Source: an optimization exercise on an open RTL-to-GDS flow (aim: small area). Production flows keep margins and buffers that such runs may drop.
The RTL was checked by simulation tests, not by an equivalence proof against the original design.

Setup of JK:
## aligner_tmr
module aligner_tmr #(
        parameter int unsigned INCREMENT       = 3,
        parameter int unsigned DECREMENT       = 1,
        parameter int unsigned BREAK_THRESHOLD = 9,
        parameter int unsigned COUNT_W         = 5
) (
        input  logic        clk,
        input  logic        rst_n_i,
        input  logic [2:0]  fetch_valid_i,
        input  logic [95:0] fetch_rdata_i,
        input  logic [2:0]  if_valid_i,
        input  logic [2:0]  branch_i,
        input  logic [95:0] branch_addr_i,
        input  logic [2:0]  set_broken_i,
        output logic        ready_o,
        output logic        instr_valid_o,
        output logic [31:0] instr_o,
        output logic [31:0] pc_o,
        output logic [2:0]  is_broken_o,
        output logic        err_detected_o,
        output logic        err_corrected_o
);
        localparam int unsigned W = 66;
        logic [3*W-1:0] rep_out;
        logic [2:0]     block_err;
        for (genvar g = 0; g < 3; g++) begin : g_replica
                fetch_aligner i_aligner (
                        .clk           (clk),
                        .rst_n_i       (rst_n_i),
                        .fetch_valid_i (fetch_valid_i[g]),
                        .fetch_rdata_i (fetch_rdata_i[g*32 +: 32]),
                        .if_valid_i    (if_valid_i[g]),
                        .branch_i      (branch_i[g]),
                        .branch_addr_i (branch_addr_i[g*32 +: 32]),
                        .ready_o       (rep_out[g*W + 65]),
                        .instr_valid_o (rep_out[g*W + 64]),
                        .instr_o       (rep_out[g*W + 32 +: 32]),
                        .pc_o          (rep_out[g*W +: 32])
                );
                breakage_monitor #(
                        .INCREMENT       (INCREMENT),
                        .DECREMENT       (DECREMENT),
                        .BREAK_THRESHOLD (BREAK_THRESHOLD),
                        .COUNT_W         (COUNT_W)
                ) i_monitor (
                        .clk            (clk),
                        .rst_n_i        (rst_n_i),
                        .err_detected_i (block_err[g]),
                        .set_broken_i   (set_broken_i[g]),
                        .is_broken_o    (is_broken_o[g])
                );
        end
        tmr_voter #(.W(W)) i_voter (
  ...
Size in the first run: about 1700 cells after synthesis, roughly 0.012 mm^2 of cells after synthesis.
==> module fetch_aligner, before the edit <==
module fetch_aligner (
        input  logic        clk,
        input  logic        rst_n_i,
        input  logic        fetch_valid_i,
        input  logic [31:0] fetch_rdata_i,
        input  logic        if_valid_i,
        input  logic        branch_i,
        input  logic [31:0] branch_addr_i,
        output logic        ready_o,
        output logic        instr_valid_o,
        output logic [31:0] instr_o,
        output logic [31:0] pc_o
);
        localparam logic [1:0] ALIGNED           = 2'd0;
        localparam logic [1:0] MISALIGNED32      = 2'd1;
        localparam logic [1:0] MISALIGNED16      = 2'd2;
        localparam logic [1:0] BRANCH_MISALIGNED = 2'd3;
        logic [1:0]  state_q, state_d;
        logic [31:0] pc_q;
        logic [31:2] pc_inc;
        logic [31:2] pc_hi_q;
        logic        pc0_q;
        logic [31:3] ones;
        logic        c2;
        logic [15:0] held_q;
        logic [15:0] lo_h, hi_h;
        logic        lo_c, hi_c;
        logic        st_a, st_m32, st_m16, st_bm;
        logic        take, inc2, inc4, hold;
        assign lo_h = fetch_rdata_i[15:0];
        assign hi_h = fetch_rdata_i[31:16];
        assign lo_c = lo_h[1:0] != 2'b11;
        assign hi_c = hi_h[1:0] != 2'b11;
        assign st_a   = state_q == ALIGNED;
        assign st_m32 = state_q == MISALIGNED32;
        assign st_m16 = state_q == MISALIGNED16;
        assign st_bm  = state_q == BRANCH_MISALIGNED;
        assign ready_o       = ~st_m16;
        assign instr_valid_o = ~branch_i & (st_m16 | (fetch_valid_i & (~st_bm | hi_c)));
        assign take          = instr_valid_o & if_valid_i;
        assign instr_o[15:0]  = st_a ? lo_h : (st_bm ? hi_h : held_q);
        assign instr_o[31:16] = st_m32 ? lo_h : ((st_a & ~lo_c) ? hi_h : 16'h0000);
        assign pc_q           = {pc_hi_q, ~st_a, pc0_q};
        assign pc_o           = pc_q;
        assign inc2 = take & ((st_a & lo_c) | st_m16 | st_bm);
        assign inc4 = take & ((st_a & ~lo_c) | st_m32);
        assign ones[3] = pc_q[2];
        for (genvar i = 4; i < 32; i++) begin : g_ones
                assign ones[i] = ones[i-1] & pc_q[i-1];
        end
        assign c2 = inc4 | (inc2 & pc_q[1]);
        assign pc_inc[2]    = pc_q[2] ^ c2;
        assign pc_inc[31:3] = pc_q[31:3] ^ (ones & {29{c2}});
        always_comb begin
                state_d = state_q;
                if (branch_i) begin
                        state_d = branch_addr_i[1] ? BRANCH_MISALIGNED : ALIGNED;
                end else if (take) begin
                        if ((st_a & lo_c) | st_m32) begin
                                state_d = hi_c ? MISALIGNED16 : MISALIGNED32;
                        end else if (st_m16 | st_bm) begin
                                state_d = ALIGNED;
                        end
                end else if (st_bm & fetch_valid_i & ~hi_c) begin
                        state_d = MISALIGNED32;
                end
        end
        assign hold = (st_m32 | st_m16) & ~take;
        always_ff @(posedge clk) begin
                if (!rst_n_i) begin
                        state_q <= ALIGNED;
                        pc_hi_q <= '0;
                        pc0_q   <= 1'b0;
                end else begin
                        state_q <= state_d;
                        pc_hi_q <= branch_i ? branch_addr_i[31:2] : pc_inc;
                        pc0_q   <= branch_i ? branch_addr_i[0] : pc0_q;
                end
        end
        always_ff @(posedge clk) begin
                if (!hold) held_q <= hi_h;
        end
endmodule
Settings: LEC_CHECK=0, CAP_MARGIN=20, CORE_MARGIN=2, CORE_UTILIZATION=55, SETUP_SLACK_MARGIN=0.1, SLEW_MARGIN=20; clock period 8.0 ns.
standard.sh (not shown) runs the stock make flow with config.mk's settings and CLKGATE_MAP_FILE= SYNTH_SCRIPT=/design/flow/synth_recipe.tcl, a recipe that flattens the netlist after the stock synthesis.
==> flow/flow/run.sh <==
#!/bin/bash
set -euo pipefail
HERE=$(pwd)
R=$HERE/orfs/results/sky130hd/aligner_tmr/base
YOSYS=$(command -v yosys || echo /OpenROAD-flow-scripts/tools/install/yosys/bin/yosys)
YABC=$(command -v yosys-abc || echo /OpenROAD-flow-scripts/tools/install/yosys/bin/yosys-abc)
export BUFFER_PORTS_ARGS="-buffer_cell sky130_fd_sc_hd__buf_1"
export CTS_ARGS="-sink_clustering_enable -repair_clock_nets -buf_list sky130_fd_sc_hd__clkbuf_8 -root_buf sky130_fd_sc_hd__clkbuf_8 -dont_use_dummy_load"

bash standard.sh synth > synth.log 2>&1

# Alternative synthesis
export REOPT_SCRIPT=$HERE/flow/area.abc
export REOPT_SCRIPT_TIMED=$HERE/flow/timed.abc
cat flow/abc_override.tcl synth_recipe.tcl > alt_synth.tcl
sed -e "s#WORK_HOME=[^ ]*#WORK_HOME=$HERE/alt#" \
    -e "s#SYNTH_SCRIPT=[^ ]*#SYNTH_SCRIPT=$HERE/alt_synth.tcl SYNTH_HIERARCHICAL=1#" \
    -e '/^if \[\[/,$d' standard.sh > alt_synth.sh
ALT=$HERE/alt/results/sky130hd/aligner_tmr/base/1_2_yosys.v
ok=0
if bash alt_synth.sh synth > alt_synth.log 2>&1 && [[ -f $ALT ]]; then
  ffl() { grep -E '^\s*sky130_fd_sc_hd__(e?df|dl|sdf|sedf)[a-z0-9_]* ' "$1" | awk '{t=$1; sub(/_[0-9]+$/,"",t); print $2, t}' | sort; }
  ffl $R/1_2_yosys.v > ff_std.txt
  ffl $ALT > ff_alt.txt
  export REOPT_LIB=$FLOW_HOME/platforms/sky130hd/lib/sky130_fd_sc_hd__tt_025C_1v80.lib
  export REOPT_IN=$R/1_2_yosys.v REOPT_OUT=$ALT
  export REOPT_FFMODELS=$HERE/flow/ffmodels.v REOPT_WORK=$HERE
  if [[ -s ff_std.txt ]] && cmp -s ff_std.txt ff_alt.txt \
     && $YOSYS -c flow/equiv.tcl > equiv.log 2>&1 \
     && $YABC -c "cec gold.blif gate.blif" > cec.log 2>&1 \
     && grep -q "Networks are equivalent" cec.log; then
    ok=1
  fi
fi
if [[ $ok == 1 ]]; then
  cp $R/1_2_yosys.v $R/1_2_yosys.std.v
  cp $ALT $R/1_2_yosys.v
  echo "alternative synthesis used" > choice.log
  bash standard.sh do-1_synth > synth_odb.log 2>&1
else
  echo "standard synthesis used" > choice.log
fi

bash standard.sh finish > layout.log 2>&1
Other scripts of this flow, unchanged in this note and not shown: flow/flow/abc_override.tcl, flow/flow/area.abc, flow/flow/equiv.tcl, flow/flow/ffmodels.v, flow/flow/timed.abc
What MS does differently from JK at the input level:
==> flow/design.v, changed modules only <==
module fetch_aligner (
        input  logic        clk,
        input  logic        rst_n_i,
        input  logic        fetch_valid_i,
        input  logic [31:0] fetch_rdata_i,
        input  logic        if_valid_i,
        input  logic        branch_i,
        input  logic [31:0] branch_addr_i,
        output logic        ready_o,
        output logic        instr_valid_o,
        output logic [31:0] instr_o,
        output logic [31:0] pc_o
);
        localparam logic [1:0] ALIGNED           = 2'd0;
        localparam logic [1:0] MISALIGNED32      = 2'd1;
        localparam logic [1:0] MISALIGNED16      = 2'd2;
        localparam logic [1:0] BRANCH_MISALIGNED = 2'd3;
        logic [1:0]  state_q, state_d;
        logic [31:0] pc_q;
        logic [31:0] pc_inc;
        logic [31:3] ones;
        logic        c2;
        logic [15:0] held_q;
        logic [15:0] lo_h, hi_h;
        logic        lo_c, hi_c;
        logic        st_a, st_m32, st_m16, st_bm;
        logic        take, inc2, inc4, hold;
        assign lo_h = fetch_rdata_i[15:0];
        assign hi_h = fetch_rdata_i[31:16];
        assign lo_c = lo_h[1:0] != 2'b11;
        assign hi_c = hi_h[1:0] != 2'b11;
        assign st_a   = state_q == ALIGNED;
        assign st_m32 = state_q == MISALIGNED32;
        assign st_m16 = state_q == MISALIGNED16;
        assign st_bm  = state_q == BRANCH_MISALIGNED;
        assign ready_o       = ~st_m16;
        assign instr_valid_o = ~branch_i & (st_m16 | (fetch_valid_i & (~st_bm | hi_c)));
        assign take          = instr_valid_o & if_valid_i;
        assign instr_o[15:0]  = st_a ? lo_h : (st_bm ? hi_h : held_q);
        assign instr_o[31:16] = st_m32 ? lo_h : ((st_a & ~lo_c) ? hi_h : 16'h0000);
        assign pc_o           = pc_q;
        assign inc2 = take & ((st_a & lo_c) | st_m16 | st_bm);
        assign inc4 = take & ((st_a & ~lo_c) | st_m32);
        assign ones[3] = pc_q[2];
        for (genvar i = 4; i < 32; i++) begin : g_ones
                assign ones[i] = ones[i-1] & pc_q[i-1];
        end
        assign c2 = inc4 | (inc2 & pc_q[1]);
        assign pc_inc[0]    = pc_q[0];
        assign pc_inc[1]    = pc_q[1] ^ inc2;
        assign pc_inc[2]    = pc_q[2] ^ c2;
        assign pc_inc[31:3] = pc_q[31:3] ^ (ones & {29{c2}});
        always_comb begin
                state_d = state_q;
                if (branch_i) begin
                        state_d = branch_addr_i[1] ? BRANCH_MISALIGNED : ALIGNED;
                end else if (take) begin
                        if ((st_a & lo_c) | st_m32) begin
                                state_d = hi_c ? MISALIGNED16 : MISALIGNED32;
                        end else if (st_m16 | st_bm) begin
                                state_d = ALIGNED;
                        end
                end else if (st_bm & fetch_valid_i & ~hi_c) begin
                        state_d = MISALIGNED32;
                end
        end
        assign hold = (st_m32 | st_m16) & ~take;
        always_ff @(posedge clk) begin
                if (!rst_n_i) begin
                        state_q <= ALIGNED;
                        pc_q    <= '0;
                end else begin
                        state_q <= state_d;
                        pc_q    <= branch_i ? branch_addr_i : pc_inc;
                end
        end
        always_ff @(posedge clk) begin
                if (!hold) held_q <= hi_h;
        end
endmodule
==> comparison <==
- Register count in MS is higher than in JK.
- Summary: with JK as the reference, first-pass GRT wire length in MS moved up slightly.
- Comparing MS against JK, there is no change at all in total setup buffers inserted after CTS.
- [diff] shortest clock period the worst path allows after layout, MS relative to JK: improvement
- Final cell count was higher in the run labelled MS.
- Die area is higher on MS

[re-timing with driven ports]
Ports are ideal in the flow. The routed layouts listed here were re-timed in OpenROAD.
Step 1 (the two cells are an assumption about what drives the block):
set clk [get_ports {clk}]
set_driving_cell -lib_cell sky130_fd_sc_hd__clkbuf_16 $clk
set_driving_cell -lib_cell sky130_fd_sc_hd__buf_2 [delete_from_list [all_inputs] $clk]
Step 2 times the ports against the registers' clock, not the clock port: input delays grow and output delays shrink by t, the midpoint of the rising clock arrivals with the driver on.
Slacks: ideal ports / drivers / drivers and shift; pairs: ideal ports / drivers.
run	t, ns	slack for setup (ns)	worst setup path at the end
JK	0.511	0.661 / 0.625 / 0.625	input to output
MS	0.516	0.797 / 0.749 / 0.856	input to output
After both steps setup and hold are still met in every run listed. For JK, which loses most, drivers alone change the setup slack by -0.036 ns; drivers and shift together by -0.036 ns.
